This design comes from an exercise in tuning for small area on the open sky130 flow, not from production work.
At most, simulation tests tie the RTL to the original design; equivalence was not proved.
The RTL of runs 1 and 2 was laid out without a check of its function.
The flow treats the clock pin as an ideal source, which a real chip does not have.
Power figures rest on the tool's default switching activity, not on a simulated workload.

==> design.v <==
package oled_pkg;
	localparam int CELL_W    = 12;
	localparam int SNAKE_LEN = 10;
	localparam int N_PAGES   = 4;
	localparam int N_COLS    = 128;
	localparam int BODY_IDX_W = $clog2(SNAKE_LEN);
	localparam logic [BODY_IDX_W-1:0] LAST_CELL = BODY_IDX_W'(SNAKE_LEN - 1);
	localparam int SCLK_HALF = 2;	 
	localparam int BYTE_GAP  = 4;	 
	localparam int unsigned DEF_VDD_WAIT  = 32'd50;
	localparam int unsigned DEF_RES_LOW   = 32'd40;
	localparam int unsigned DEF_VBAT_WAIT = 32'd60;
	localparam int unsigned DEF_FRAME_GAP = 32'd200;
	localparam int N_INIT_CMDS = 12;
	localparam logic [8*N_INIT_CMDS-1:0] INIT_CMDS = {	 
		8'hAE, 8'h8D, 8'h14, 8'hD9, 8'hF1, 8'h81,
		8'h0F, 8'hA0, 8'hC0, 8'hDA, 8'h00, 8'hAF
	};
	localparam logic [7:0] CMD_ADDR_MODE = 8'h20;
	localparam logic [7:0] CMD_PAGE_MODE = 8'h10;
	localparam logic [7:0] CMD_PAGE_ADDR = 8'h22;
	localparam logic [1:0] DIR_RIGHT = 2'd0;
	localparam logic [1:0] DIR_LEFT  = 2'd1;
	localparam logic [1:0] DIR_DOWN  = 2'd2;
	localparam logic [1:0] DIR_UP    = 2'd3;
	localparam logic [2:0] PS_VDD    = 3'd0;
	localparam logic [2:0] PS_SEND   = 3'd1;
	localparam logic [2:0] PS_RES_LO = 3'd2;
	localparam logic [2:0] PS_RES_HI = 3'd3;
	localparam logic [2:0] PS_VBAT   = 3'd4;
	localparam logic [2:0] PS_DONE   = 3'd5;
	localparam logic [2:0] SE_IDLE  = 3'd0;
	localparam logic [2:0] SE_PLACE = 3'd1;
	localparam logic [2:0] SE_MOVE  = 3'd2;
	localparam logic [2:0] SE_CLEAR = 3'd3;
	localparam logic [2:0] SE_DRAW  = 3'd4;
	localparam logic [2:0] FW_GAP  = 3'd0;
	localparam logic [2:0] FW_DRAW = 3'd1;
	localparam logic [2:0] FW_MODE = 3'd2;
	localparam logic [2:0] FW_PAGE = 3'd3;
	localparam logic [2:0] FW_LOAD = 3'd4;
	localparam logic [2:0] FW_DATA = 3'd5;
	typedef logic [CELL_W-1:0] cell_loc_t;
endpackage
`timescale 1ns/10ps
module oled_snake_top #(
	parameter int unsigned vdd_wait  = 50,
	parameter int unsigned res_low   = 40,
	parameter int unsigned vbat_wait = 60,
	parameter int unsigned frame_gap = 200
) (
	input  logic clk,
	input  logic rstn,
	input  logic display,
	input  logic mv_l,
	input  logic mv_r,
	input  logic mv_u,
	input  logic mv_d,
	output logic oled_res,
	output logic oled_dc,
	output logic oled_sclk,
	output logic oled_sdin,
	output logic oled_vbat,
	output logic oled_vdd,
	output logic ready
);
	localparam logic [2:0] S_VDD  = 3'd0;
	localparam logic [2:0] S_CMD  = 3'd1;	 
	localparam logic [2:0] S_RES  = 3'd2;
	localparam logic [2:0] S_VBAT = 3'd3;
	localparam logic [2:0] S_GAP  = 3'd4;
	localparam logic [2:0] S_SNK  = 3'd5;	 
	localparam logic [2:0] S_PLC  = 3'd6;	 
	localparam logic [2:0] S_DATA = 3'd7;
	localparam logic [95:0] INIT_CMDS = {
		8'hAE, 8'h8D, 8'h14, 8'hD9, 8'hF1, 8'h81,
		8'h0F, 8'hA0, 8'hC0, 8'hDA, 8'h00, 8'hAF
	};
	logic [4:0] btn_sync, rel_n;
	logic [1:0] dir_e;
	logic       tog, game_on, game_on_q, place_pend, shown;
	logic [2:0] st;
	logic [5:0] P;
	logic [6:0] col;
	logic [1:0] page;
	logic [7:0] dbyte;	 
	wire  [3:0] K = dbyte[3:0];
	logic [4:0] wrow;
	logic [6:0] wcol;
	logic [1:0] M [0:8];
	assign rel_n = btn_sync & ~{display, mv_d, mv_u, mv_l, mv_r};
	wire slot     = (st == S_CMD) || (st == S_DATA);
	wire counting = (st == S_GAP) || (st == S_SNK) || (st == S_PLC) || (st == S_DATA);
	wire game_on_n = game_on ^ tog;
	wire pend_n    = place_pend || (game_on && !game_on_q);
	wire at_r      = (st == S_GAP) && {page, col, P} == {2'd0, 7'd3, 6'd7};
	wire do_place  = at_r && pend_n;
	wire do_move   = at_r && !pend_n && game_on_n && shown;
	wire walk     = (st == S_DATA) && (P[5:4] == 2'b01) && (P[3:0] <= 4'd9);
	wire [3:0] s  = P[3:0];
	wire wmove    = (st == S_DATA) && P[4] && (P[3:0] <= 4'd8);
	wire wshift   = (st == S_DATA) && P == 6'd25;
	logic [7:0] cbyte;
	always_comb begin
		if (!ready)
			cbyte = INIT_CMDS[8*(11-int'(K)) +: 8];
		else case (K[2:0])
			3'd2:    cbyte = 8'h20;
			3'd3:    cbyte = 8'h10;
			3'd4:    cbyte = 8'h22;
			3'd5:    cbyte = {6'd0, page};
			3'd6:    cbyte = 8'h00;
			default: cbyte = 8'h10;
		endcase
	end
	wire [2:0] bidx  = 3'd6 - P[4:2];	 
	wire       nbit  = (st == S_DATA) ? dbyte[bidx] : cbyte[bidx];
	wire       fall  = slot && P[1:0] == 2'b00 && P >= 6'd28 && P <= 6'd56;
	assign oled_sclk = !(slot && P >= 6'd29 && P <= 6'd58 && (P[0] ^ P[1]));
	assign oled_res  = !(st == S_RES && P >= 6'd10 && P <= 6'd48);
	logic [1:0] md;
	logic       minv;
	always_comb begin
		md   = wshift ? 2'd1 : M[8];
		minv = wmove && P[5];
	end
	wire mneg = md[0] ^ minv;
	always_ff @(posedge clk) begin
		if (do_place) begin
			wrow <= 5'd0;
			wcol <= 7'd0;
		end else if (do_move || wmove || wshift) begin
			if (md[1])
				wrow <= mneg ? wrow - 5'd1 : wrow + 5'd1;
			else
				wcol <= mneg ? wcol - 7'd1 : wcol + 7'd1;
		end
		if (do_move || wmove || st == S_PLC) begin
			M[0] <= (st == S_PLC) ? 2'd0 : wmove ? M[8] : dir_e;
			for (int i = 1; i < 9; i++)
				M[i] <= M[i-1];
		end
		if (walk)
			dbyte[7:4] <= nbyte[7:4];
	end
	logic [7:0] nbyte;
	always_comb
		for (int b = 0; b < 8; b++)
			nbyte[b] = (dbyte[b] && s != 4'd0) ||
				(shown && wrow[4:3] == page && wcol == 7'd0 && wrow[2:0] == 3'(b));
	always_ff @(posedge clk or negedge rstn) begin
		if (!rstn) begin
			btn_sync   <= '0;
			dir_e      <= 2'd0;
			tog        <= 1'b0;
			game_on    <= 1'b0;
			game_on_q  <= 1'b0;
			place_pend <= 1'b0;
			shown      <= 1'b0;
			st         <= S_VDD;
			P          <= 6'd39;
			col        <= '0;
			page       <= '0;
			dbyte[3:0] <= '0;
			ready      <= 1'b0;
			oled_vdd   <= 1'b1;
			oled_vbat  <= 1'b1;
			oled_dc    <= 1'b0;
			oled_sdin  <= 1'b1;
		end else begin
			btn_sync <= {display, mv_d, mv_u, mv_l, mv_r};
			if (rel_n[0])
				dir_e <= 2'd0;
			else if (rel_n[1])
				dir_e <= 2'd1;
			else if (rel_n[2])
				dir_e <= 2'd3;
			else if (rel_n[3])
				dir_e <= 2'd2;
			tog <= rel_n[4];
			if (tog)
				game_on <= ~game_on;
			game_on_q <= game_on;
			oled_vdd <= 1'b0;
			if (st == S_VBAT)
				oled_vbat <= 1'b0;
			if (slot && P == 6'd26)
				oled_dc <= (st == S_DATA);
			if (fall)
				oled_sdin <= nbit;
			if (game_on && !game_on_q)
				place_pend <= 1'b1;
			P <= P + 6'd1;
			if (counting && P == 6'd63)
				{page, col} <= {page, col} + 9'd1;
			case (st)
			S_VDD, S_VBAT:
				if (P == 6'd24)
					st <= S_CMD;
			S_RES:	 
				if (P == 6'd63)
					st <= S_VDD;
			S_CMD: if (P == 6'd63) begin
				P <= 6'd25;
				dbyte[3:0] <= K + 4'd1;
				if (ready) begin
					if (K[2:0] == 3'd7) begin
						st <= S_DATA;
						P  <= 6'd16;
					end
				end else if (K == 4'd0) begin
					st <= S_RES;
					P  <= 6'd9;
				end else if (K == 4'd4) begin
					st <= S_VBAT;
					P  <= 6'd29;
				end else if (K == 4'd11) begin
					st    <= S_GAP;
					ready <= 1'b1;
					P     <= 6'd0;
				end
			end
			S_GAP: if (at_r) begin
				st   <= pend_n ? S_PLC : S_SNK;
				page <= 2'd3;
				col  <= 7'd64;
				if (pend_n || (game_on_n && shown))
					P <= 6'd3;
				else if (shown)
					P <= 6'd13;
				else
					P <= 6'd23;
				if (pend_n) begin
					place_pend <= 1'b0;
					shown      <= 1'b1;
				end
			end
			S_SNK, S_PLC: if ({page, col, P} == {2'd0, 7'd0, 6'd24}) begin
				st <= S_CMD;
				dbyte[3:0] <= 4'd2;
			end
			default: if (P == 6'd63) begin	 
				P <= 6'd16;
				if (col == 7'd127) begin
					if (page == 2'd3) begin
						st <= S_GAP;
						P  <= 6'd0;
					end else begin
						st <= S_CMD;
						dbyte[3:0] <= 4'd4;
						P  <= 6'd25;
					end
				end
			end
			endcase
			if (walk)
				dbyte[3:0] <= nbyte[3:0];
		end
	end
endmodule
==> flow/run.sh <==
#!/bin/bash
# The standard layout with two changes: the port buffers are the smallest
# buffer, and the clock tree is built by flow/manual_cts.tcl (one root
# buffer on the clock port's net feeding 4 leaf buffers, each driving a
# k-means cluster of flip-flops) before TritonCTS, which then leaves the
# buffered clock net alone. Each ORFS step keeps its full log under
# orfs/logs; make's own output goes to make.log here.
set -euo pipefail
export BUFFER_PORTS_ARGS="-buffer_cell sky130_fd_sc_hd__buf_1"
export PRE_CTS_TCL="$PWD/flow/manual_cts.tcl"
export CTS_ARGS="-clk_nets clk -sink_clustering_enable -repair_clock_nets -buf_list sky130_fd_sc_hd__clkbuf_16 -dont_use_dummy_load"
bash standard.sh > make.log 2>&1
==> flow/manual_cts.tcl <==
# Runs as the PRE_CTS hook of the standard flow (ORFS cts.tcl sources it
# right after loading the placed design).
# Manual clock tree: K leaf buffers, each driving a k-means cluster of
# flip-flop clock pins, fed by one root buffer on the clock port's net.
proc manual_cts {K leafcell rootcell} {
  set block [ord::get_db_block]
  set dbu [$block getDbUnitsPerMicron]
  set pins {}
  set xs {}
  set ys {}
  foreach pin [get_pins -of_objects [get_nets clk] -filter "direction == input"] {
    set inst [$pin instance]
    set dbinst [sta::sta_to_db_inst $inst]
    set loc [$dbinst getLocation]
    lappend pins [get_full_name $pin]
    lappend xs [expr {double([lindex $loc 0]) / $dbu}]
    lappend ys [expr {double([lindex $loc 1]) / $dbu}]
  }
  set n [llength $pins]
  # initial centres: spread along x order
  set order [lsort -real -indices $xs]
  set cx {}
  set cy {}
  for {set k 0} {$k < $K} {incr k} {
    set i [lindex $order [expr {int(($k + 0.5) * $n / $K)}]]
    lappend cx [lindex $xs $i]
    lappend cy [lindex $ys $i]
  }
  for {set it 0} {$it < 50} {incr it} {
    set asg {}
    for {set i 0} {$i < $n} {incr i} {
      set best 0
      set bd 1e18
      for {set k 0} {$k < $K} {incr k} {
        set d [expr {pow([lindex $xs $i] - [lindex $cx $k], 2) + pow([lindex $ys $i] - [lindex $cy $k], 2)}]
        if {$d < $bd} { set bd $d; set best $k }
      }
      lappend asg $best
    }
    for {set k 0} {$k < $K} {incr k} {
      set sx 0.0; set sy 0.0; set c 0
      for {set i 0} {$i < $n} {incr i} {
        if {[lindex $asg $i] == $k} { set sx [expr {$sx + [lindex $xs $i]}]; set sy [expr {$sy + [lindex $ys $i]}]; incr c }
      }
      if {$c > 0} { lset cx $k [expr {$sx / $c}]; lset cy $k [expr {$sy / $c}] }
    }
  }
  set rx 0.0; set ry 0.0
  for {set k 0} {$k < $K} {incr k} {
    set lp {}
    for {set i 0} {$i < $n} {incr i} { if {[lindex $asg $i] == $k} { lappend lp [get_pins [lindex $pins $i]] } }
    if {[llength $lp] == 0} continue
    puts "manual_cts: leaf $k drives [llength $lp] pins at [lindex $cx $k] [lindex $cy $k]"
    insert_buffer -buffer_cell $leafcell -net clk -load_pins $lp -location [list [lindex $cx $k] [lindex $cy $k]] -buffer_name clkleaf_$k -net_name clknet_leaf_$k
    set rx [expr {$rx + [lindex $cx $k] / $K}]
    set ry [expr {$ry + [lindex $cy $k] / $K}]
  }
  insert_buffer -buffer_cell $rootcell -net clk -location [list $rx $ry] -buffer_name clkroot -net_name clknet_root
}

# 4 leaf buffers under one root: a clock tree for the ~80 flip-flops of this
# design that keeps every clock pin's slew well under the limit.
manual_cts 4 sky130_fd_sc_hd__clkbuf_16 sky130_fd_sc_hd__clkbuf_4
==> standard.sh <==
#!/bin/bash
# synth_recipe.tcl (not shown) runs the flow's synth.tcl, then flattens the netlist and writes it again
# the make line also repeats each setting of config.mk as NAME=value (left out here)
make -C /OpenROAD-flow-scripts/flow DESIGN_CONFIG=/design/flow/config.mk WORK_HOME=/design/flow/orfs CLKGATE_MAP_FILE= SYNTH_SCRIPT=/design/flow/synth_recipe.tcl "${@:-finish}"
==> config.mk <==
export PLATFORM = sky130hd
export DESIGN_NAME = oled_snake_top
export DESIGN_NICKNAME = oled_snake_top
export VERILOG_FILES = /design/flow/design.v
export SDC_FILE = /design/flow/constraint.sdc
export NUM_CORES = 4
export LEC_CHECK = 0
export ABC_AREA = 1
export CAP_MARGIN = 20
export CORE_MARGIN = 2
export CORE_UTILIZATION = 40
export SLEW_MARGIN = 20
==> constraint.sdc <==
create_clock -name core_clock -period 25.0 [get_ports {clk}]
set_input_delay 5.0000 -clock core_clock [delete_from_list [all_inputs] [get_ports {clk}]]
set_output_delay 5.0000 -clock core_clock [all_outputs]
set_load 0.01 [all_outputs]
==> run notes, run 1 <==
Post-Route Utilization between 40% and 50%; full die area approximately 13000 µm²; critical path launch point type flip-flop; Power Dens Cells 39.65 nW/µm²; DRC violations left 0; Post-Syn Area per Cell roughly 7.5 µm²; cell count after synthesis ~630; TNS Setup 0 ps; syn nets between 600 and 700; Worst Path Required 20000 ps; Final Setup Violations 0; PortBufs 13; Antenna diodes 0; Final Cycle Share between 20% and 30%; warnings from Yosys 2; critical path endpoint category output port; Slew @ Worst Pin between 800 and 900 ps; commonest non-fill, non-tap cell in the layout nand2_1; Layout area overhead 6.205%; met2 Use GR a little over 30%; grt peak-use layer met2; commonest cells after routing, fill and taps aside nand2_1 (152), inv_1 (90), nor2_1 (56); status finished clean; Slew headroom 46.30%; drt wl/cell 14.61 µm; Max-Cap Viols 0; routability cong. approximately 0.9; Initial Utilization about two fifths; Worst-Skew Late Latency around 440 ps; initial antenna violation count 0; ANT nets after route 0; nets@finish 677; vias ~4000; Reg clk slew, reported paths about 80 ps; met1 Use GR 26.11%; dpl hpwl approximately 9 mm; CP Max Fanout 17; share of layout cells above drive strength 1 around 5.5%; Final Power a little under 0.2 mW; Die Y about 110 µm; Hold Violations, Final 0; f_max around 140 MHz; chip width 112.6 µm; via density per instance around 5.3; first drt pass iteration count 5; Synth cell types 46; Site Rows 39; grt ovf 0; CP Class reg -> out; post-CTS resize count 0; starting DRC count in detailed routing 263; Syn Std Cell Area about 4700 µm²; VDD IR max about 0.000043 V; area of the core 11470 µm²; met3 usage about 1.1%; Final min period roughly 7100 ps; Top delay family on crit path flip-flops; Worst path most repeated cell inv_1; CP Cell Sequence inv_1 > ha_1 > inv_1 > o21ai_0 > nor2_1 > nand2_1 > nand3_1 > buf_1; worst min path class reg -> reg; # Post-CTS Setup Buffers 0; unrepaired setup endpoints after global routing false; Synth async-reset ratio 53.42%; final wirelength about 11 mm; top_reg_cell synth dfrtp_1; number of global-route vias before repair slightly above 4000; worst hold margin 425.0 ps; Arr. time, crit path approximately 2100 ps; Worst path max stage delay 700 ps; first-pass GRT wire length 19.38 mm; Crit path buffers/inverters 3; leakage about 2.4 nW; sequential share of the synthesized area about 40%; clock skew approximately 49 ps; Slew Viols, Final 0; largest net degree at the start of global routing 40; all-layer global routing usage between 10% and 20%; Post-synth EDFFs 22; CTS Hold Buffers Added 0; #FFs+latches synth 73; # IOs 14; Slowest cell on crit path dfstp_2
-- state kept, by name, summed over array words and instances, names as in the netlist --
name        cells
dir_e           2
oled_dc         1
ready           1
wrow            5
btn_sync        5
place_pend      1
game_on         1
oled_vdd        1
col             7
wcol            7
M              18
oled_vbat       1
game_on_q       1
P               6
st              3
shown           1
oled_sdin       1
dbyte           8
page            2
tog             1
-- metrics by stage --
step / setup WS [ps] / instance area [µm²] / cells
after global placement: 18320 / 4903 / 774
after detailed placement: 18290 / 4903 / 774
after global routing: 17730 / 5011 / 779
after CTS: 18280 / 5011 / 779
after floorplan: 18700 / 4718 / 627
final: 17880 / 5011 / 779
-- final timing paths --
check / from / to / slack (ps) / cells after the start
setup / recovery: P[2] / oled_res / 17880 / 8
hold / removal: game_on / game_on_q / 430 / 0
setup reg to reg: P[2] / wcol[6] / 21810 / 20
hold reg to reg: game_on / game_on_q / 430 / 0
max in group asynchronous: rstn / P[2] / 19960 / 2
min in group asynchronous: rstn / col[5] / 4630 / 2
-- power by group --
group | leakage (nW) | switching (mW) | internal [mW] | total, mW
registers | 0.789 | 0.00127 | 0.125 | 0.126
clock network | 0.0539 | 0.0369 | 0.0301 | 0.0669
logic | 1.60 | 0.00371 | 0.00193 | 0.00564
total | 2.45 | 0.0418 | 0.157 | 0.199
-- cells by family (layout without fill, tap and decap cells) --
logic type,Yosys count,in the layout,share of synthesized area (%)
simple gates,286,286,26.39
compound gates,118,118,13.90
buf+inv,105,114,8.645
flops,73,73,39.96
fa+ha+maj,32,32,8.804
xor+xnor,12,12,2.228
other cells,1,1,0.07948
-- final cells by class, clock buffers not listed --
cell class,count,area [µm²]
Inverter,95,356.6
Sequential cell,73,1886
Multi-Input combinational cell,449,2425
Timing Repair Buffer,14,57.56
Fill cell,1156,6456
Tap cell,143,178.9
-- synthesized netlist by cell type, types with 2 or more instances --
library cell  count  area (µm²)
nand2_1         152       570.6
inv_1            90       337.8
nor2_1           56       210.2
nand3_1          44       220.2
a21oi_1          42       210.2
o21ai_0          40       200.2
dfrtp_1          32       800.8
ha_1             30       375.4
edfxtp_1         22       660.6
dfxtp_1          12       240.2
xor2_1           10       87.58
nor3_1            9       45.04
o21ai_1           9       45.04
dfstp_2           7       183.9
o22ai_1           7       43.79
nand2_2           6       37.54
nand4_1           6       37.54
clkbuf_1          5       18.77
inv_2             4       15.01
nor2_2            4       25.02
o211ai_1          4       30.03
a31oi_1           3       18.77
buf_4             3       22.52
o31ai_1           3       22.52
buf_2             2       10.01
fa_1              2       40.04
nor3_2            2       20.02
o21a_1            2       15.01
xnor2_1           2       17.52
-- per-layer routing --
metal	share of wire, %	wire length, µm
met1	48	5498
met2	46	5284
met3	3.8	432
met4	1.5	166
met5	0	0
==> inputs of run 2 (changes only) <==
==> flow/run.sh (replaced) <==
#!/bin/bash
# The standard layout (standard.sh) with these changes:
#  - synthesis: flow/synth.tcl runs the standard flow's synthesis script with ABC's
#    combinational mapping done by flow/abc.script;
#  - the port buffers are the smallest buffer;
#  - the clock tree is built by flow/manual_cts.tcl (one root buffer on the
#    clock port's net feeding 4 leaf buffers, each driving a k-means cluster
#    of flip-flops) before TritonCTS, which then leaves the buffered clock
#    net alone.
# Each ORFS step keeps its full log under orfs/logs; make's own output goes
# to make.log here.
set -euo pipefail
export OWN_WORK="$PWD"
export OWN_ABC_SCRIPT="$PWD/flow/abc.script"
export BUFFER_PORTS_ARGS="-buffer_cell sky130_fd_sc_hd__buf_1"
export PRE_CTS_TCL="$PWD/flow/manual_cts.tcl"
export CTS_ARGS="-clk_nets clk -sink_clustering_enable -repair_clock_nets -buf_list sky130_fd_sc_hd__clkbuf_16 -dont_use_dummy_load"
bash standard.sh SYNTH_SCRIPT="$PWD/flow/synth.tcl" finish > make.log 2>&1
==> flow/abc.script (new file) <==
strash; &get -n; &deepsyn -T 30; &put; dch -f; amap; topo
==> flow/synth.tcl (new file) <==
# The standard synthesis (synth_recipe.tcl, sourced unchanged below) with
# one change: the combinational logic is mapped by ABC with flow/abc.script,
# an area-oriented script, against a 25 ns delay target given in ps (the
# standard flow hands ABC the period in ns). Registers, their names and
# cell types are left as the standard synthesis makes them.
proc abc {args} {
  set i [lsearch -exact $args -script]
  if {$i >= 0} {
    lset args [expr {$i + 1}] $::env(OWN_ABC_SCRIPT)
  }
  set j [lsearch -exact $args -D]
  if {$j >= 0} {
    lset args [expr {$j + 1}] 25000
  }
  puts "own flow: abc $args"
  yosys abc {*}$args
}
source $::env(OWN_WORK)/synth_recipe.tcl
==> run notes, run 2 <==
status finished clean; warnings from Yosys 2; post-CTS resize count 0; Syn Std Cell Area ~4000 µm²; fill count 951; Final Cycle Share slightly above 30%; top_reg_cell synth dfrtp_1; unrepaired setup endpoints after global routing false; Multi-input gate area roughly 1900 µm²; critical path endpoint category output port; Setup crit end oled_sclk; #FFs+latches synth 73; VDD IR max 0.00003497 V; first-pass GRT wire length 15.88 mm; worst min path class reg -> reg; area leader, netlist dfrtp_1; full die area about 11000 µm²; # IOs 14; critical path launch point st[1]; vias ~3300; reg2reg path depth 19; CTS Hold Buffers Added 0; Seq. cell area about 1900 µm²; f_max ~130 MHz; Power Dens Cells about 45 nW/µm²; number of global-route vias before repair 3143; Final Setup Violations 0; Slew headroom 38.11%; synth cell count leaders clkinv_1 (70), nor2_1 (70), nand2_1 (38), dfrtp_1 (32), ha_1 (30); post-synth top area share 19.94%; Post-synth EDFFs 22; CP Cell Sequence clkinv_1 > nor3_1 > nor2_1 > nor3_1 > o311ai_0 > a31o_1 > buf_1; worst hold margin roughly 400 ps; area of the core 9774 µm²; final wirelength approximately 9.5 mm; dpl hpwl 7.210 mm; Site Rows 36; Reg clk slew, reported paths around 90 ps; startpoint of the worst-slack reg-to-reg timing path P[2]; Top delay family on crit path simple AND/OR/NAND/NOR gates; syn nets a little under 500; largest net degree at the start of global routing 40; PortBufs 13; largest cells by area after synthesis dfrtp_1 (20%), edfxtp_1 (16%), ha_1 (9.3%); drt wl/cell between 15 and 20 µm; Slowest cell on crit path nor3_1; sequential share of the synthesized area about 47%; grt ovf 0; ANT nets after route 0; Synth async-reset ratio between 50% and 60%; initial antenna violation count 0; # Post-CTS Setup Buffers 0; Worst path most repeated cell nor3_1; Arr. time, crit path between 2000 and 3000 ps; Die Y 104.2 µm; commonest cells after routing, fill and taps aside clkinv_1 (70), nor2_1 (70), nand2_1 (38); Synth cell types 45; share of layout cells above drive strength 1 under 10%; critical path launch point type flip-flop; Layout area overhead 8.071%; Max-Cap Viols 0; Worst Path Required ~20000 ps; Slew Viols, Final 0; nets@finish slightly above 500; Crit path buffers/inverters 2; Crit path depth 7; cell count after synthesis 447; TNS Setup 0 ps; leakage 1.636 nW; Final min period around 7600 ps; first drt pass iteration count 5; CP Class reg -> out; clock skew between 20 and 30 ps; most flop-heavy register M; all-layer global routing usage ~18%; Worst-Skew Late Latency 430 ps; routability cong. 0.9468; Reg-to-Reg End wcol[6]; CP Max Fanout 7; via density per instance 5.450; biggest regs M (18), dbyte (8); Slew @ Worst Pin 928.3 ps; HP Start M[3][1]; starting DRC count in detailed routing between 200 and 250; Post-Syn Area per Cell 8.982 µm²; Worst R2R Setup Slack around 20000 ps; Worst path max stage delay about 550 ps; Hold Violations, Final 0; Initial Utilization roughly 40%; Post-Route Utilization between 40 and 50%; chip width 104.2 µm; DRC violations left 0; max FFs per register 18; Antenna diodes 0; Final Power 0.1971 mW
## run 2: logic make-up (layout without fill, tap and decap cells)
| group | after synthesis | in the layout | synth area share [%] |
|---|---|---|---|
| compound gates | 115 | 115 | 18.95 |
| buf+inv | 70 | 88 | 6.544 |
| simple gates | 156 | 156 | 17.11 |
| flops | 73 | 73 | 46.96 |
| fa+ha+maj | 32 | 32 | 10.35 |
| other cells | 1 | 1 | 0.09340 |
## run 2: power by group
group          leakage (nW)  switching (mW)  internal, mW
registers             0.788        0.000769         0.124
logic                 0.794         0.00264       0.00128
clock network        0.0539          0.0384        0.0302
total                  1.64          0.0419         0.155
## run 2: worst min-delay path by stage
stage	end	slack (ps)	depth (start not counted)
final	M[4][1]	400	0
after global routing	M[4][1]	430	0
after CTS	M[5][0]	410	0
after detailed placement	M[1][1]	410	0
after global placement	M[5][0]	400	0
after floorplan	game_on_q	400	0
## run 2: cell type report, clock buffers not listed
type	count	area share, %
repair buffers	13	1.153
well taps	133	3.835
flip-flops and latches	73	43.45
multi-input cells	304	43.02
inverters	70	6.055
## run 2: worst register-to-register path, cell delays in order, from the launching register on
cell	delay, ps
dfstp_2	750
clkinv_1	400
ha_1	390
clkinv_1	80
nor2_1	30
o21ai_0	540
nor2_1	140
a211oi_1	750
clkinv_1	600
fa_1	550
nand2_1	80
nand2b_1	60
a21o_1	200
a21oi_1	140
o21bai_1	90
nor2_1	90
a21oi_1	50
nor2_1	160
nor2_1	60
a211oi_1	170
## run 2: layer usage
layer	track usage, %	up-vias	routed length (µm)
li1	-	1620	-
met1	25.19	1527	4554
met2	29.14	87	4317
met3	1.378	25	371
met4	3.958	0	258
met5	0	-	0
## run 2: metrics by stage
stage               cell area (µm²)  instances  setup WS [ps]
detailed placement             4232        593          17910
finish                         4339        598          17400
global route                   4339        598          17220
global placement               4232        593          17990
floorplan                      4015        447          18360
CTS                            4339        598          17910
==> inputs of run 3 (changes only) <==
--- a/design.v
+++ b/design.v
@@ -79,4 +79,4 @@
 	logic [4:0] btn_sync, rel_n;
-	logic [1:0] dir_e;
-	logic       tog, game_on, game_on_q, place_pend, shown;
+	logic [1:0] dir_e, dir_n;
+	logic       ge, pe, shown;
 	logic [2:0] st;
@@ -93,7 +93,17 @@
 	wire counting = (st == S_GAP) || (st == S_SNK) || (st == S_PLC) || (st == S_DATA);
-	wire game_on_n = game_on ^ tog;
-	wire pend_n    = place_pend || (game_on && !game_on_q);
-	wire at_r      = (st == S_GAP) && {page, col, P} == {2'd0, 7'd3, 6'd7};
-	wire do_place  = at_r && pend_n;
-	wire do_move   = at_r && !pend_n && game_on_n && shown;
+	wire at_r      = (st == S_GAP) && {page, col, P} == {2'd0, 7'd3, 6'd6};
+	wire do_place  = at_r && pe;
+	wire do_move   = at_r && !pe && (ge ^ rel_n[4]) && shown;
+	wire rise2     = rel_n[4] && !ge;	 
+	always_comb begin
+		dir_n = dir_e;
+		if (rel_n[0])
+			dir_n = 2'd0;
+		else if (rel_n[1])
+			dir_n = 2'd1;
+		else if (rel_n[2])
+			dir_n = 2'd3;
+		else if (rel_n[3])
+			dir_n = 2'd2;
+	end
 	wire walk     = (st == S_DATA) && (P[5:4] == 2'b01) && (P[3:0] <= 4'd9);
@@ -105,3 +115,3 @@
 		if (!ready)
-			cbyte = INIT_CMDS[8*(11-int'(K)) +: 8];
+			cbyte = INIT_CMDS[8*(11-int'(4'(K + 4'd2))) +: 8];	 
 		else case (K[2:0])
@@ -120,2 +130,3 @@
 	assign oled_res  = !(st == S_RES && P >= 6'd10 && P <= 6'd48);
+	assign oled_vdd  = st == S_VDD && P == 6'd39;	 
 	logic [1:0] md;
@@ -138,3 +149,3 @@
 		if (do_move || wmove || st == S_PLC) begin
-			M[0] <= (st == S_PLC) ? 2'd0 : wmove ? M[8] : dir_e;
+			M[0] <= (st == S_PLC) ? 2'd0 : wmove ? M[8] : dir_n;
 			for (int i = 1; i < 9; i++)
@@ -154,6 +165,4 @@
 			dir_e      <= 2'd0;
-			tog        <= 1'b0;
-			game_on    <= 1'b0;
-			game_on_q  <= 1'b0;
-			place_pend <= 1'b0;
+			ge         <= 1'b0;
+			pe         <= 1'b0;
 			shown      <= 1'b0;
@@ -163,5 +172,4 @@
 			page       <= '0;
-			dbyte[3:0] <= '0;
+			dbyte[3:0] <= 4'd14;
 			ready      <= 1'b0;
-			oled_vdd   <= 1'b1;
 			oled_vbat  <= 1'b1;
@@ -171,15 +179,5 @@
 			btn_sync <= {display, mv_d, mv_u, mv_l, mv_r};
-			if (rel_n[0])
-				dir_e <= 2'd0;
-			else if (rel_n[1])
-				dir_e <= 2'd1;
-			else if (rel_n[2])
-				dir_e <= 2'd3;
-			else if (rel_n[3])
-				dir_e <= 2'd2;
-			tog <= rel_n[4];
-			if (tog)
-				game_on <= ~game_on;
-			game_on_q <= game_on;
-			oled_vdd <= 1'b0;
+			dir_e <= dir_n;
+			ge    <= ge ^ rel_n[4];
+			pe    <= (pe && !do_place) || rise2;
 			if (st == S_VBAT)
@@ -190,4 +188,2 @@
 				oled_sdin <= nbit;
-			if (game_on && !game_on_q)
-				place_pend <= 1'b1;
 			P <= P + 6'd1;
@@ -210,9 +206,9 @@
 					end
-				end else if (K == 4'd0) begin
+				end else if (K == 4'd14) begin
 					st <= S_RES;
 					P  <= 6'd9;
-				end else if (K == 4'd4) begin
+				end else if (K == 4'd2) begin
 					st <= S_VBAT;
 					P  <= 6'd29;
-				end else if (K == 4'd11) begin
+				end else if (K == 4'd9) begin
 					st    <= S_GAP;
@@ -223,15 +219,13 @@
 			S_GAP: if (at_r) begin
-				st   <= pend_n ? S_PLC : S_SNK;
+				st   <= pe ? S_PLC : S_SNK;
 				page <= 2'd3;
 				col  <= 7'd64;
-				if (pend_n || (game_on_n && shown))
-					P <= 6'd3;
+				if (do_place || do_move)
+					P <= 6'd2;
 				else if (shown)
-					P <= 6'd13;
+					P <= 6'd12;
 				else
-					P <= 6'd23;
-				if (pend_n) begin
-					place_pend <= 1'b0;
-					shown      <= 1'b1;
-				end
+					P <= 6'd22;
+				if (do_place)
+					shown <= 1'b1;
 			end
==> flow/abc.script (replaced) <==
strash; &get -n; &deepsyn -T 120; &put; dch -f; &get -n; &nf -R 1000; &put
==> run notes, run 3 <==
final design area excluding fillers about 4200 µm²; biggest regs M (18), dbyte (8); all-layer global routing usage roughly 17%; Initial Utilization 41.51%; drt wl/cell about 16 µm; Post-Syn Area per Cell a little over 10 µm²; commonest non-fill, non-tap cell in the layout nand2_1; Arr. time, crit path around 2300 ps; post-CTS resize count 0; TNS Setup 0 ps; nets@finish 434; area leader, netlist dfrtp_1; Slew @ Worst Pin around 990 ps; cell count after synthesis 375; first-pass GRT wire length roughly 14 mm; status finished clean; CP Class reg -> out; worst hold margin ~420 ps; # IOs 14; critical path endpoint category output port; clock skew around 14 ps; Worst Path Required roughly 20000 ps; ANT nets after route 0; critical path launch point type flip-flop; initial antenna violation count 0; most frequent cell after synthesis nand2_1; syn nets between 400 and 500; worst setup margin 17670 ps; Max-Cap Viols 0; VDD IR max 0.00006008 V; full die area 10440 µm²; CP Max Fanout 20; vias 2929; PortBufs 13; Power Dens Cells roughly 45 nW/µm²; post-synth top area share about 18%; Syn Std Cell Area about 3900 µm²; via density per instance 5.579; chip width between 100 and 150 µm; first drt pass iteration count 4; most flop-heavy register M; Final Cycle Share roughly 29%; Antenna diodes 0; unrepaired setup endpoints after global routing false; f_max around 140 MHz; final wirelength between 8 and 9 mm; share of layout cells above drive strength 1 approximately 4.8%; largest cells by area after synthesis dfrtp_1 (18%), edfxtp_1 (17%), ha_1 (8.8%); leakage between 1.5 and 2 nW; DRC violations left 0; Placed Area between 4000 and 5000 µm²; routability cong. ~0.9; top_reg_cell synth dfrtp_1; Worst-Skew Late Latency between 400 and 500 ps; number of global-route vias before repair about 2800; dpl hpwl 6.328 mm; starting DRC count in detailed routing 116; Final min period between 7000 and 8000 ps; sequential share of the synthesized area between 40 and 50%; # Post-CTS Setup Buffers 0; area of the core slightly above 9000 µm²; Synth async-reset ratio between 50% and 60%; warnings from Yosys 2; grt ovf 0; pre-CTS WS ~18000 ps; Layout area overhead 8.864%; Synth cell types 51; Site Rows 35; CTS Hold Buffers Added 0; worst min path class reg -> reg; Die Y roughly 100 µm; max FFs per register 18; #FFs+latches synth 70; Post-synth EDFFs 22; Slew Viols, Final 0; Final Setup Violations 0; largest net degree at the start of global routing 37; commonest cells after routing, fill and taps aside nand2_1 (33), a21oi_1 (28), dfrtp_1 (27), ha_1 (27), clkinv_1 (25); synth cell count leaders nand2_1 (33), a21oi_1 (28), dfrtp_1 (27), ha_1 (27), clkinv_1 (25); Reg clk slew, reported paths 70 ps; Hold Violations, Final 0; Slew headroom 33.24%
-- run 3: final cells by class, clock buffers not listed --
type	instances	area [µm²]
fillers	907	5089
inverters	25	93.84
multi-input cells	280	1947
flip-flops and latches	70	1813
well taps	129	161.4
repair buffers	16	72.57
-- run 3: path summary, 6_finish.rpt --
kind	depth (start not counted)	end	from	slack (ps)
worst min register to register	0	M[8][1]	M[7][1]	420
min in group asynchronous	1	btn_sync[3]	rstn	4700
worst max register to register	15	wcol[6]	st[2]	21000
worst max-delay path	6	oled_res	P[2]	17670
worst min-delay path	0	M[8][1]	M[7][1]	420
max in group asynchronous	1	st[0]	rstn	19730
-- run 3: logic make-up after synthesis --
| family | after synthesis | share of synthesized area, % |
|---|---|---|
| DFF | 70 | 47.05 |
| muxes | 7 | 2.337 |
| adders and majority gates | 29 | 9.805 |
| AOI/OAI and AO/OA | 107 | 18.67 |
| and+or+nand+nor | 120 | 15.84 |
| xor gates and xnor gates | 17 | 3.864 |
| buffers and inverters | 25 | 2.435 |
-- run 3: per-stage QoR --
stage          instances  total power, mW  utilization (%)
3_3_place_gp         520           0.1279            44.03
3_5_place_dp         520           0.1280            44.03
6_report             525           0.1900            45.19
5_1_grt              525           0.1971            45.19
4_1_cts              525           0.1794            45.19
2_1_floorplan        375           0.1250                -
-- run 3: routing by layer --
metal,vias to the layer above,wire [µm],track usage (%),share of wire (%)
li1,1461,-,-,-
met1,1407,4138,25.40,49
met2,51,3837,26.92,45
met3,10,356,1.847,4.2
met4,0,137,2.462,1.6
met5,-,0,0,0
-- run 3: critical path, cell delays in order, from the launching register on --
cell	delay, ps
dfstp_2	780
clkinv_1	230
ha_1	290
a21oi_1	170
o311ai_0	160
o2111ai_1	120
buf_1	170
-- run 3: report_power, final --
part           switching [mW]  internal (mW)  leakage, nW
combinational         0.00419        0.00191        0.889
sequential           0.000463          0.119        0.737
clock                  0.0344         0.0300       0.0539
total                  0.0390          0.151         1.68
==> inputs of run 4 (changes only) <==
--- a/flow/run.sh
+++ b/flow/run.sh
@@ -3,3 +3,5 @@
 #  - synthesis: flow/synth.tcl runs the standard flow's synthesis script with ABC's
-#    combinational mapping done by flow/abc.script;
+#    combinational mapping done by flow/abc.script, and without ORFS's
+#    mapping of adders to half/full adder cells (ADDER_MAP_FILE empty), so
+#    that ABC optimises the counters' logic with the rest;
 #  - the port buffers are the smallest buffer;
@@ -17,2 +19,2 @@
 export CTS_ARGS="-clk_nets clk -sink_clustering_enable -repair_clock_nets -buf_list sky130_fd_sc_hd__clkbuf_16 -dont_use_dummy_load"
-bash standard.sh SYNTH_SCRIPT="$PWD/flow/synth.tcl" finish > make.log 2>&1
+bash standard.sh SYNTH_SCRIPT="$PWD/flow/synth.tcl" ADDER_MAP_FILE= finish > make.log 2>&1
==> flow/abc.script (replaced) <==
strash; &get -n; &deepsyn -T 60; &put; dch -f; &get -n; &nf -R 1000; &put; strash; dch -f; &get -n; &nf -R 1000; &put
==> run notes, run 4 <==
Final Setup Violations 0; Final min period between 7000 and 8000 ps; Worst-Skew Late Latency 420 ps; syn nets around 360; clock skew ~24 ps; post-CTS resize count 0; Final Cycle Share slightly below 30%; leakage between 1 and 1.5 nW; PortBufs 13; full die area approximately 9300 µm²; Power Dens Cells between 50 and 60 nW/µm²; most frequent cell after synthesis nand2_1; sequential share of the synthesized area between 50 and 60%; Multi-input gate area 1556 µm²; CP Max Fanout 15; largest net degree at the start of global routing 37; all-layer global routing usage between 15 and 20%; biggest regs M (18), dbyte (8); starting DRC count in detailed routing 130; Arr. time, crit path 2220 ps; worst min path class reg -> reg; Slew @ Worst Pin between 900 and 1000 ps; Worst path max stage delay around 710 ps; warnings from Yosys 2; cell count after synthesis 356; CTS Hold Buffers Added 0; Slowest cell on crit path dfstp_2; DP Cell Count 476; area of the core 8258 µm²; dpl hpwl 5.311 mm; first drt pass iteration count 5; Slew headroom about two fifths; post-synth top area share between 15 and 20%; Syn Std Cell Area approximately 3400 µm²; largest cells by area after synthesis dfrtp_1 (20%), edfxtp_1 (19%), dfxtp_1 (7.0%); synth cell count leaders nand2_1 (54), nor2_1 (38), dfrtp_1 (27), o21ai_0 (23), edfxtp_1 (22); #FFs+latches synth 70; share of layout cells above drive strength 1 between 4 and 5%; nets@finish between 300 and 400; f_max roughly 140 MHz; Reg clk slew, reported paths around 80 ps; TNS Setup 0 ps; Post-synth EDFFs 22; DRC violations left 0; Layout area overhead 8.895%; initial antenna violation count 0; final wirelength 7.471 mm; Max-Cap Viols 0; drt wl/cell roughly 16 µm; status finished clean; fill count ~800; CP Cell Sequence and2_0 > a21oi_1 > nor3_1 > nand3_1 > buf_1; vias between 2000 and 3000; most flop-heavy register M; unrepaired setup endpoints after global routing false; # IOs 14; Synth cell types 50; VDD IR max ~0.00004 V; routability cong. 0.9210; Initial Utilization between 40% and 50%; Seq. cell area between 1500 and 2000 µm²; Final Power approximately 0.19 mW; top_reg_cell synth dfrtp_1; Cell Count, Final, Fillers Out about 480; Hold Violations, Final 0; Worst Path Required 20000 ps; ANT nets after route 0; Die Y 96.44 µm; chip width between 90 and 100 µm; commonest cells after routing, fill and taps aside nand2_1 (54), nor2_1 (38), dfrtp_1 (27); critical path launch point type flip-flop; max FFs per register 18; number of global-route vias before repair 2566; via density per instance around 5.6; CP Class reg -> out; # Post-CTS Setup Buffers 0; first-pass GRT wire length between 10 and 15 mm; Post-Syn Area per Cell 9.602 µm²; Antenna diodes 0; Site Rows 33; Post-Route Utilization roughly 45%; grt ovf 0; area leader, netlist dfrtp_1; commonest non-fill, non-tap cell in the layout nand2_1; Synth async-reset ratio 51.43%; critical path endpoint category output port; Slew Viols, Final 0
run 4: changes by cell type after synthesis, sizes merged, moves of 7 or more:
| cell | delta |
|---|---|
| nand2 | +21 |
| a22o | -11 |
| clkinv | -12 |
| a21oi | -7 |
| nor2 | +17 |
| o21ai | +9 |
| ha | -27 |
run 4: critical path, delay by kind of cell, from the launching register on:
family	cells	cell delay, ps
AO/OA/AOI/OAI	1	110
flip-flops	1	710
buffers and inverters	1	150
AND/OR/NAND/NOR	3	840
run 4: where the power goes:
group | total [mW] | internal [mW] | switching, mW
logic | 0.00464 | 0.00163 | 0.00302
clock network | 0.0657 | 0.0301 | 0.0356
registers | 0.120 | 0.119 | 0.000727
run 4: final timing paths:
path | depth (start not counted) | slack, ps | from | endpoint
worst max-delay path | 5 | 17780 | P[2] | oled_sclk
worst min-delay path | 0 | 420 | M[7][1] | M[8][1]
worst max register to register | 11 | 21370 | P[2] | wrow[3]
worst min register to register | 0 | 420 | M[7][1] | M[8][1]
max in group asynchronous | 1 | 19710 | rstn | st[0]
min in group asynchronous | 1 | 4690 | rstn | btn_sync[1]
run 4: cells by family after synthesis:
group	Yosys count	share of synthesized area, %
AND/OR/NAND/NOR	159	22.26
AO/OA/AOI/OAI	90	16.95
flip-flops	70	53.04
XOR/XNOR	19	4.868
buffers and inverters	13	1.428
multiplexers	5	1.464
run 4: final cells by class, clock buffers not listed:
class | count | share of cell area [%]
Multi-Input combinational cell | 273 | 41.82
Sequential cell | 70 | 48.71
Inverter | 13 | 1.311
Tap cell | 105 | 3.529
Timing Repair Buffer | 15 | 1.748
run 4: metal layers:
| metal | wire (µm) | global-route usage, % |
|---|---|---|
| met1 | 3660 | 24.55 |
| met2 | 3233 | 27.08 |
| met3 | 362 | 1.552 |
| met4 | 214 | 4.695 |
| met5 | 0 | 0 |
run 4: through the flow:
step / setup slack, ps / hold slack (ps) / cell area [µm²]
floorplan: 18220 / 400.3 / 3418
global placement: 17940 / 402.5 / 3615
detailed placement: 17840 / 404.5 / 3615
CTS: 17830 / 404.5 / 3722
global route: 17640 / 432.5 / 3722
finish: 17780 / 424.5 / 3722
==> inputs of run 5 (changes only) <==
--- a/design.v
+++ b/design.v
@@ -93,3 +93,4 @@
 	wire counting = (st == S_GAP) || (st == S_SNK) || (st == S_PLC) || (st == S_DATA);
-	wire at_r      = (st == S_GAP) && {page, col, P} == {2'd0, 7'd3, 6'd6};
+	wire at_r      = (st == S_GAP) && P == 6'd63 && {page, col} == {2'd0, 7'd3};
+	wire last_col  = {page, col} == {2'd3, 7'd127};
 	wire do_place  = at_r && pe;
@@ -215,3 +216,3 @@
 					ready <= 1'b1;
-					P     <= 6'd0;
+					P     <= 6'd57;
 				end
@@ -221,9 +222,9 @@
 				page <= 2'd3;
-				col  <= 7'd64;
+				col  <= 7'd63;
 				if (do_place || do_move)
-					P <= 6'd2;
+					P <= 6'd41;
 				else if (shown)
-					P <= 6'd12;
+					P <= 6'd51;
 				else
-					P <= 6'd22;
+					P <= 6'd61;
 				if (do_place)
@@ -231,5 +232,6 @@
 			end
-			S_SNK, S_PLC: if ({page, col, P} == {2'd0, 7'd0, 6'd24}) begin
+			S_SNK, S_PLC: if (P == 6'd63 && last_col) begin	 
 				st <= S_CMD;
 				dbyte[3:0] <= 4'd2;
+				P  <= 6'd25;
 			end
@@ -238,5 +240,5 @@
 				if (col == 7'd127) begin
-					if (page == 2'd3) begin
+					if (last_col) begin
 						st <= S_GAP;
-						P  <= 6'd0;
+						P  <= 6'd57;
 					end else begin
--- a/flow/run.sh
+++ b/flow/run.sh
@@ -8,5 +8,6 @@
 #  - the clock tree is built by flow/manual_cts.tcl (one root buffer on the
-#    clock port's net feeding 4 leaf buffers, each driving a k-means cluster
-#    of flip-flops) before TritonCTS, which then leaves the buffered clock
-#    net alone.
+#    clock port's net feeding a few leaf buffers, each driving a k-means
+#    cluster of flip-flops; the smallest such tree whose estimated clock-pin
+#    slew is under 115 ps) before TritonCTS, which then leaves the buffered
+#    clock net alone.
 # Each ORFS step keeps its full log under orfs/logs; make's own output goes
==> flow/manual_cts.tcl (replaced) <==
# Runs as the PRE_CTS hook of the standard flow (ORFS cts.tcl sources it
# right after loading the placed design). It builds the clock tree by hand:
# one root buffer on the clock port's net feeding K leaf buffers, each
# driving a k-means cluster of flip-flop clock pins. It tries trees from the
# smallest total buffer area up and keeps the first whose worst flip-flop
# clock-pin slew, estimated from the placement, is under 115 ps. TritonCTS
# then finds the clock net already buffered and leaves it alone.

proc mcts_clusters {K} {
  set block [ord::get_db_block]
  set dbu [$block getDbUnitsPerMicron]
  set pins {}
  set xs {}
  set ys {}
  foreach pin [get_pins -of_objects [get_nets clk] -filter "direction == input"] {
    set dbinst [sta::sta_to_db_inst [$pin instance]]
    set loc [$dbinst getLocation]
    lappend pins $pin
    lappend xs [expr {double([lindex $loc 0]) / $dbu}]
    lappend ys [expr {double([lindex $loc 1]) / $dbu}]
  }
  set n [llength $pins]
  set order [lsort -real -indices $xs]
  set cx {}
  set cy {}
  for {set k 0} {$k < $K} {incr k} {
    set i [lindex $order [expr {int(($k + 0.5) * $n / $K)}]]
    lappend cx [lindex $xs $i]
    lappend cy [lindex $ys $i]
  }
  set asg {}
  for {set it 0} {$it < 50} {incr it} {
    set asg {}
    for {set i 0} {$i < $n} {incr i} {
      set best 0
      set bd 1e18
      for {set k 0} {$k < $K} {incr k} {
        set d [expr {pow([lindex $xs $i] - [lindex $cx $k], 2) + pow([lindex $ys $i] - [lindex $cy $k], 2)}]
        if {$d < $bd} { set bd $d; set best $k }
      }
      lappend asg $best
    }
    for {set k 0} {$k < $K} {incr k} {
      set sx 0.0; set sy 0.0; set c 0
      for {set i 0} {$i < $n} {incr i} {
        if {[lindex $asg $i] == $k} { set sx [expr {$sx + [lindex $xs $i]}]; set sy [expr {$sy + [lindex $ys $i]}]; incr c }
      }
      if {$c > 0} { lset cx $k [expr {$sx / $c}]; lset cy $k [expr {$sy / $c}] }
    }
  }
  set groups {}
  for {set k 0} {$k < $K} {incr k} {
    set lp {}
    for {set i 0} {$i < $n} {incr i} { if {[lindex $asg $i] == $k} { lappend lp [lindex $pins $i] } }
    if {[llength $lp] > 0} { lappend groups [list [lindex $cx $k] [lindex $cy $k] $lp] }
  }
  return $groups
}

proc mcts_worst_slew {} {
  set worst 0.0
  foreach pin [all_registers -clock_pins] {
    foreach p {slew_max_rise slew_max_fall slew_min_rise slew_min_fall} {
      set s [get_property $pin $p]
      if {$s > $worst} { set worst $s }
    }
  }
  return $worst
}

proc mcts_insts {} {
  set names {}
  foreach inst [[ord::get_db_block] getInsts] { lappend names [$inst getName] }
  return $names
}

proc mcts_try {K leafcell rootcell tag} {
  set before [mcts_insts]
  set rx 0.0; set ry 0.0
  set groups [mcts_clusters $K]
  set k 0
  foreach g $groups {
    lassign $g x y lp
    set name clkleaf_${tag}_$k
    insert_buffer -buffer_cell $leafcell -net clk -load_pins $lp -location [list $x $y] -buffer_name $name -net_name clknet_${tag}_$k
    set rx [expr {$rx + $x / [llength $groups]}]
    set ry [expr {$ry + $y / [llength $groups]}]
    incr k
  }
  insert_buffer -buffer_cell $rootcell -net clk -location [list $rx $ry] -buffer_name clkroot_$tag -net_name clknet_root_$tag
  set made {}
  foreach name [mcts_insts] { if {[lsearch -exact $before $name] < 0} { lappend made $name } }
  set_propagated_clock [all_clocks]
  estimate_parasitics -placement
  set w [mcts_worst_slew]
  unset_propagated_clock [all_clocks]
  return [list $w $made]
}

set mcts_target 0.115
set mcts_done 0
set t 0
foreach cand {
  {2 sky130_fd_sc_hd__clkbuf_8} {3 sky130_fd_sc_hd__clkbuf_8} {2 sky130_fd_sc_hd__clkbuf_16}
  {4 sky130_fd_sc_hd__clkbuf_8} {5 sky130_fd_sc_hd__clkbuf_8} {3 sky130_fd_sc_hd__clkbuf_16}
  {6 sky130_fd_sc_hd__clkbuf_8} {4 sky130_fd_sc_hd__clkbuf_16} {7 sky130_fd_sc_hd__clkbuf_8}
  {5 sky130_fd_sc_hd__clkbuf_16} {6 sky130_fd_sc_hd__clkbuf_16} {8 sky130_fd_sc_hd__clkbuf_16}
} {
  lassign $cand K cell
  lassign [mcts_try $K $cell sky130_fd_sc_hd__clkbuf_4 $t] w made
  puts "manual clock tree: $K x [string range $cell 16 end] under a clkbuf_4 root: worst clock-pin slew [format %.1f [expr {$w * 1e3}]] ps ([llength $made] buffers)"
  if {$w < $mcts_target} { set mcts_done 1; break }
  remove_buffers $made
  if {[llength [get_pins -of_objects [get_nets clk] -filter "direction == input"]] != [llength [all_registers -clock_pins]]} { error "manual clock tree: undo failed" }
  incr t
}
if {!$mcts_done} { error "manual clock tree: no candidate met the slew target" }
--- a/config.mk
+++ b/config.mk
@@ -10,3 +10,3 @@
 export CORE_MARGIN = 2
-export CORE_UTILIZATION = 40
+export CORE_UTILIZATION = 60
 export SLEW_MARGIN = 20
==> run notes, run 5 <==
DRC violations left 0; Final Cycle Share ~28%; Placed Area 3613 µm²; Worst Path Required 20000 ps; largest cells by area after synthesis dfrtp_1 (19%), edfxtp_1 (19%), dfxtp_1 (6.9%); Post-Syn Area per Cell 9.469 µm²; max FFs per register 18; commonest non-fill, non-tap cell in the layout nand2_1; first drt pass iteration count 5; Setup crit end oled_sclk; Layout area overhead 5.415%; most flop-heavy register M; complex-gate fraction of the synthesized area about 16%; Synth async-reset ratio between 50% and 60%; syn nets about 370; CP Class reg -> out; Seq. cell area 1813 µm²; Reg clk slew, reported paths roughly 90 ps; number of global-route vias before repair between 2000 and 3000; CTS Hold Buffers Added 0; TNS Setup 0 ps; post-synth top area share between 10% and 20%; Reg-to-Reg End st[0]; routability cong. between 0.8 and 0.9; initial antenna violation count 0; status finished clean; Final Setup Violations 0; Site Rows 27; biggest regs M (18), dbyte (8); #FFs+latches synth 70; VDD IR max 0.00005658 V; Slew Viols, Final 0; worst hold margin 426.3 ps; critical path launch point type flip-flop; area of the core 5540 µm²; grt ovf 0; Final min period 7023 ps; Synth cell types 44; Die Y 80 µm; most frequent cell after synthesis nand2_1; Post-Route Utilization between 60% and 70%; f_max between 100 and 150 MHz; Worst-Skew Late Latency 380 ps; first-pass GRT wire length 12.45 mm; Power Dens Cells slightly below 50 nW/µm²; nets@finish 380; sequential share of the synthesized area between 50% and 60%; critical path launch point st[2]; top_reg_cell synth dfrtp_1; largest net degree at the start of global routing 37; commonest cells after routing, fill and taps aside nand2_1 (52), nor2_1 (34), o21ai_0 (31); post-CTS resize count 0; Initial Utilization between 60% and 70%; Antenna diodes 0; synth cell count leaders nand2_1 (52), nor2_1 (34), o21ai_0 (32), dfrtp_1 (27), a21oi_1 (25); Synth Area in Adders 0%; Slew headroom approximately 50%; # IOs 14; Worst R2R Setup Slack just over 20000 ps; largest family of logic cells by synthesized area simple AND/OR/NAND/NOR gates; worst min path class reg -> reg; reg2reg path depth 15; Syn Std Cell Area ~3500 µm²; chip width 80 µm; Arr. time, crit path slightly above 2000 ps; Cell Count, Final, Fillers Out around 440; Multi-input gate area between 1500 and 2000 µm²; leakage ~1.4 nW; Slew @ Worst Pin between 700 and 800 ps; warnings from Yosys 2; # Post-CTS Setup Buffers 0; DP Cell Count roughly 450; PortBufs 13; area fraction in and, or, nand and nor cells after synthesis a little under a quarter; critical path endpoint category output port; unrepaired setup endpoints after global routing false; clock skew between 15 and 20 ps; area leader, netlist dfrtp_1; cell count after synthesis 366; final design area excluding fillers around 3700 µm²; mux contribution to synthesized area 2.383%; fill count roughly 430; drt wl/cell 16.79 µm; full die area roughly 6400 µm²; vias 2825; startpoint of the worst-slack reg-to-reg timing path P[2]; Hold Violations, Final 0; Max-Cap Viols 0; final wirelength approximately 7.4 mm; dpl hpwl roughly 5.2 mm; Post-Synth XOR/XNOR Area around 4.3%; share of layout cells above drive strength 1 4.043%; via density per instance about 6.4; hold path cells 0; ANT nets after route 0; CP Max Fanout 19; Post-synth EDFFs 22; starting DRC count in detailed routing between 200 and 250; all-layer global routing usage 24.15%
-- run 5: changes by cell type in the layout (fill, tap and decap cells not counted), moves of 5 or more --
cell | previous run | this run
and3_1 | 2 | 14
buf_1 | 12 | 0
o21ai_0 | 22 | 31
a31oi_1 | 11 | 5
nand3_1 | 12 | 17
nand4_1 | 3 | 8
-- run 5: cell type report, clock buffers not listed --
class | instances | share of cell area (%)
sequential | 70 | 49.62
multi-input combinational | 286 | 44.32
inverter | 10 | 1.027
timing repair buffer | 1 | 0.3082
tap | 72 | 2.466
-- run 5: per-stage QoR --
step	total power [mW]	setup WS [ps]
floorplan	0.1240	18040
detailed placement	0.1261	17580
CTS	0.1682	17650
global placement	0.1261	17640
finish	0.1780	17980
global route	0.1832	17670
-- run 5: worst min path at each step --
stage | start | endpoint | slack [ps]
final | M[7][0] | M[8][0] | 430
after global routing | M[5][0] | M[6][0] | 440
after CTS | M[7][0] | M[8][0] | 400
after detailed placement | M[2][0] | M[3][0] | 400
after global placement | M[1][1] | M[2][1] | 400
after floorplan | M[0][0] | M[1][0] | 400
-- run 5: where the power goes --
group          total, mW  leakage, nW  switching, mW  internal (mW)
Sequential         0.120        0.743       0.000890          0.119
Combinational    0.00256        0.619        0.00134        0.00122
Clock             0.0556       0.0416         0.0322         0.0234
-- run 5: logic make-up (layout without fill, tap and decap cells) --
kind of cell | Yosys count | in the layout
xor gates and xnor gates | 17 | 17
buffers and inverters | 10 | 15
muxes | 8 | 8
AOI/OAI and AO/OA | 93 | 93
and+or+nand+nor | 168 | 168
DFF | 70 | 70
-- run 5: metal layers --
metal / vias to the layer above / track usage (%) / part of all wire [%]
met4: 0 / 3.729 / 1.7
met2: 131 / 38.17 / 44
met5: - / 0 / 0
met1: 1321 / 37.65 / 48
met3: 15 / 1.471 / 7.0
li1: 1358 / - / -
-- run 5: critical path, cell delays in order (launching register included) --
cell and delay (ps):
dfrtp_1 740, xnor2_1 200, and2_0 320, nand2_1 90, a21oi_1 160, nand2_1 140
==> inputs of run 6 (changes only) <==
--- a/config.mk
+++ b/config.mk
@@ -10,3 +10,3 @@
 export CORE_MARGIN = 2
-export CORE_UTILIZATION = 60
+export CORE_UTILIZATION = 40
 export SLEW_MARGIN = 20
==> run notes, run 6 <==
startpoint of the worst-slack reg-to-reg timing path P[2]; mux contribution to synthesized area roughly 2.4%; starting DRC count in detailed routing between 150 and 200; top_reg_cell synth dfrtp_1; vias 2775; largest family of logic cells by synthesized area simple AND/OR/NAND/NOR gates; complex-gate fraction of the synthesized area 16.35%; commonest cells after routing, fill and taps aside nand2_1 (52), nor2_1 (34), o21ai_0 (31); Crit path depth 5; Reg-to-Reg End st[0]; Clock Power Share 31.5%; area leader, netlist dfrtp_1; routed wl met2 ~3.4 mm; number of global-route vias before repair between 2000 and 3000; CTS Hold Buffers Added 0; area fraction in and, or, nand and nor cells after synthesis about a quarter; Slew headroom 46.18%; Worst Path Required 20000 ps; switching share of power 19.64%; routability cong. ~0.9; Worst path most repeated cell nand2_1; critical path endpoint category output port; # Post-CTS Setup Buffers 0; grt ovf 0; top routing layer used met4; wl on met1 3.909 mm; Cell Count, Final, Fillers Out roughly 480; DP Cell Count just under 500; chip width slightly below 100 µm; cell count after synthesis roughly 370; CP Cell Sequence xnor2_1 > and2_0 > nand2_1 > a21oi_1 > nand2_1; Power Dens Cells 48.37 nW/µm²; Post-Syn Area per Cell approximately 9.5 µm²; DR WL met3 about 420 µm; Slowest cell on crit path dfrtp_1; Multi-input gate area 1619 µm²; Initial Utilization between 40% and 50%; clock skew 21.76 ps; reg2reg path depth 15; # IOs 14; Syn Std Cell Area ~3500 µm²; Worst R2R Setup Slack roughly 20000 ps; Post-synth EDFFs 22; Final min period 7087 ps; share of layout cells above drive strength 1 about 4%; PortBufs 13; biggest regs M (18), dbyte (8); combinational share of power between 1 and 1.5%; warnings from Yosys 2; sequential power share around 67%; largest net degree at the start of global routing 37; max FFs per register 18; cell internal pwr ~0.14 mW; Final Setup Violations 0; Slew Viols, Final 0; final design area excluding fillers between 3000 and 4000 µm²; Reg clk slew, reported paths 100 ps; Post-Route Utilization 44.52%; Final Cycle Share between 20% and 30%; leakage 1.404 nW; Arr. time, crit path between 2000 and 2500 ps; post-CTS resize count 0; largest cells by area after synthesis dfrtp_1 (19%), edfxtp_1 (19%), dfxtp_1 (6.9%); Placed Area roughly 3700 µm²; Worst-Skew Late Latency 390 ps; worst min path class reg -> reg; f_max 141.1 MHz; DRC violations left 0; status finished clean; Layout area overhead 6.606%; all-layer global routing usage between 10% and 20%; Slew @ Worst Pin 804.3 ps; CP Max Fanout 19; commonest non-fill, non-tap cell in the layout nand2_1; switching pwr around 0.035 mW; synth cell count leaders nand2_1 (52), nor2_1 (34), o21ai_0 (32), dfrtp_1 (27), a21oi_1 (25); critical path launch point type flip-flop; fill count around 800; pre-CTS WS 17540 ps; final wirelength a little under 8 mm; most flop-heavy register M; via density per instance between 5 and 6; Max-Cap Viols 0; CP Class reg -> out; Synth cell types 44; Worst path max stage delay 750 ps; area of the core 8299 µm²; Top delay family on crit path flip-flops; Seq. cell area about 1800 µm²; sequential share of the synthesized area between 50% and 60%; drt wl/cell between 15 and 20 µm; TNS Setup 0 ps; #FFs+latches synth 70; Crit path buffers/inverters 0; full die area about 9400 µm²; first-pass GRT wire length 13.32 mm; post-synth top area share around a fifth; Antenna diodes 0; dpl hpwl 5.679 mm; Hold Violations, Final 0; Synth Area in Adders 0%; initial antenna violation count 0; worst setup margin 17910 ps; Post-Synth XOR/XNOR Area ~4.3%; ANT nets after route 0; Setup crit end oled_sclk; critical path launch point st[2]; VDD IR max ~0.000039 V; Site Rows 33; syn nets about 370; unrepaired setup endpoints after global routing false; Die Y between 90 and 100 µm; nets@finish between 300 and 400; first drt pass iteration count 5; Synth async-reset ratio roughly 51%; most frequent cell after synthesis nand2_1
run 6: cell counts after synthesis:
Identical to the previous run, type by type.
run 6: power groups by stage:
stage	logic, mW	registers [mW]	clock network [mW]
finish	0.00257	0.120	0.0563
detailed placement	0.00425	0.122	0
CTS	0.00266	0.122	0.0434
global route	0.00303	0.120	0.0621
global placement	0.00408	0.122	0
floorplan	0.00203	0.122	0
run 6: cell type report, clock buffers not listed:
type / count / area share (%)
Timing Repair Buffer: 1 / 0.3048
Inverter: 10 / 1.016
Sequential cell: 70 / 49.07
Tap cell: 105 / 3.556
Multi-Input combinational cell: 286 / 43.82
run 6: worst min path at each step:
stage	start	endpoint	slack, ps	cells past startpoint
4_1_cts	M[7][1]	M[8][1]	410	0
3_3_place_gp	M[0][0]	M[1][0]	400	0
6_report	M[0][0]	M[1][0]	430	0
3_5_place_dp	M[5][1]	M[6][1]	410	0
2_1_floorplan	M[0][0]	M[1][0]	400	0
5_1_grt	M[7][0]	M[8][0]	450	0
run 6: cell families (layout without fill, tap and decap cells):
family,Yosys count,count (layout)
compound gates,93,93
mux,8,8
xor+xnor,17,17
simple gates,168,168
buf+inv,10,15
flops,70,70
run 6: metal layers:
metal / vias up / global-route usage (%)
met1: 1335 / 25.84
met2: 73 / 25.05
li1: 1355 / -
met3: 12 / 1.583
met5: - / 0
met4: 0 / 2.925
run 6: worst reg2reg max path, cell delays in order, from the launching register on:
cell and delay [ps]:
dfstp_2 670, and2_0 320, nand3_1 150, nor2_1 310, and3_1 290, nand4_1 190
nor2_1 250, and3_1 340, nand3_1 130, nand2_1 110, mux2i_1 380, o221ai_1 280
nor2_1 260, a41oi_1 230, o21ai_0 150, mux2_1 340
run 6: stage by stage:
stage / total power [mW] / hold slack (ps)
detailed placement: 0.1263 / 409.0
global placement: 0.1262 / 404.5
global route: 0.1851 / 448.4
floorplan: 0.1240 / 400.3
CTS: 0.1682 / 411.9
finish: 0.1787 / 433.1

[what the ideal ports hide]
Ports are ideal in the flow. The routed layouts listed here were re-timed in OpenROAD. Step 1, drivers: a clkbuf_16 drives clk and a buf_2 each remaining input, both assumed. Step 2, shift: input delay + t, output delay - t, t = (earliest + latest rising clock arrival at the registers) / 2. This alone moves slack from input paths to output paths. Three values: ideal, step 1, step 2; two values: the first two.
run	t (ns)	setup WS [ns]	worst setup path after step 2	slew at the worst register clock pin (ns)
run 1	0.440	17.884 / 17.856 / 18.296	register to output	0.10 / 0.10
run 2	0.445	17.401 / 17.372 / 17.817	register to output	0.09 / 0.09
run 3	0.436	17.666 / 17.639 / 17.690	input to register	0.08 / 0.08
run 4	0.434	17.778 / 17.750 / 17.832	input to register	0.08 / 0.08
run 5	0.390	17.977 / 17.954 / 17.638	input to register	0.09 / 0.09
run 6	0.404	17.913 / 17.887 / 17.629	input to register	0.10 / 0.10
After both steps every run listed still meets setup and hold. The setup slack of run 5, which loses most, moves by -0.023 ns with the drivers and by -0.339 ns with both steps.
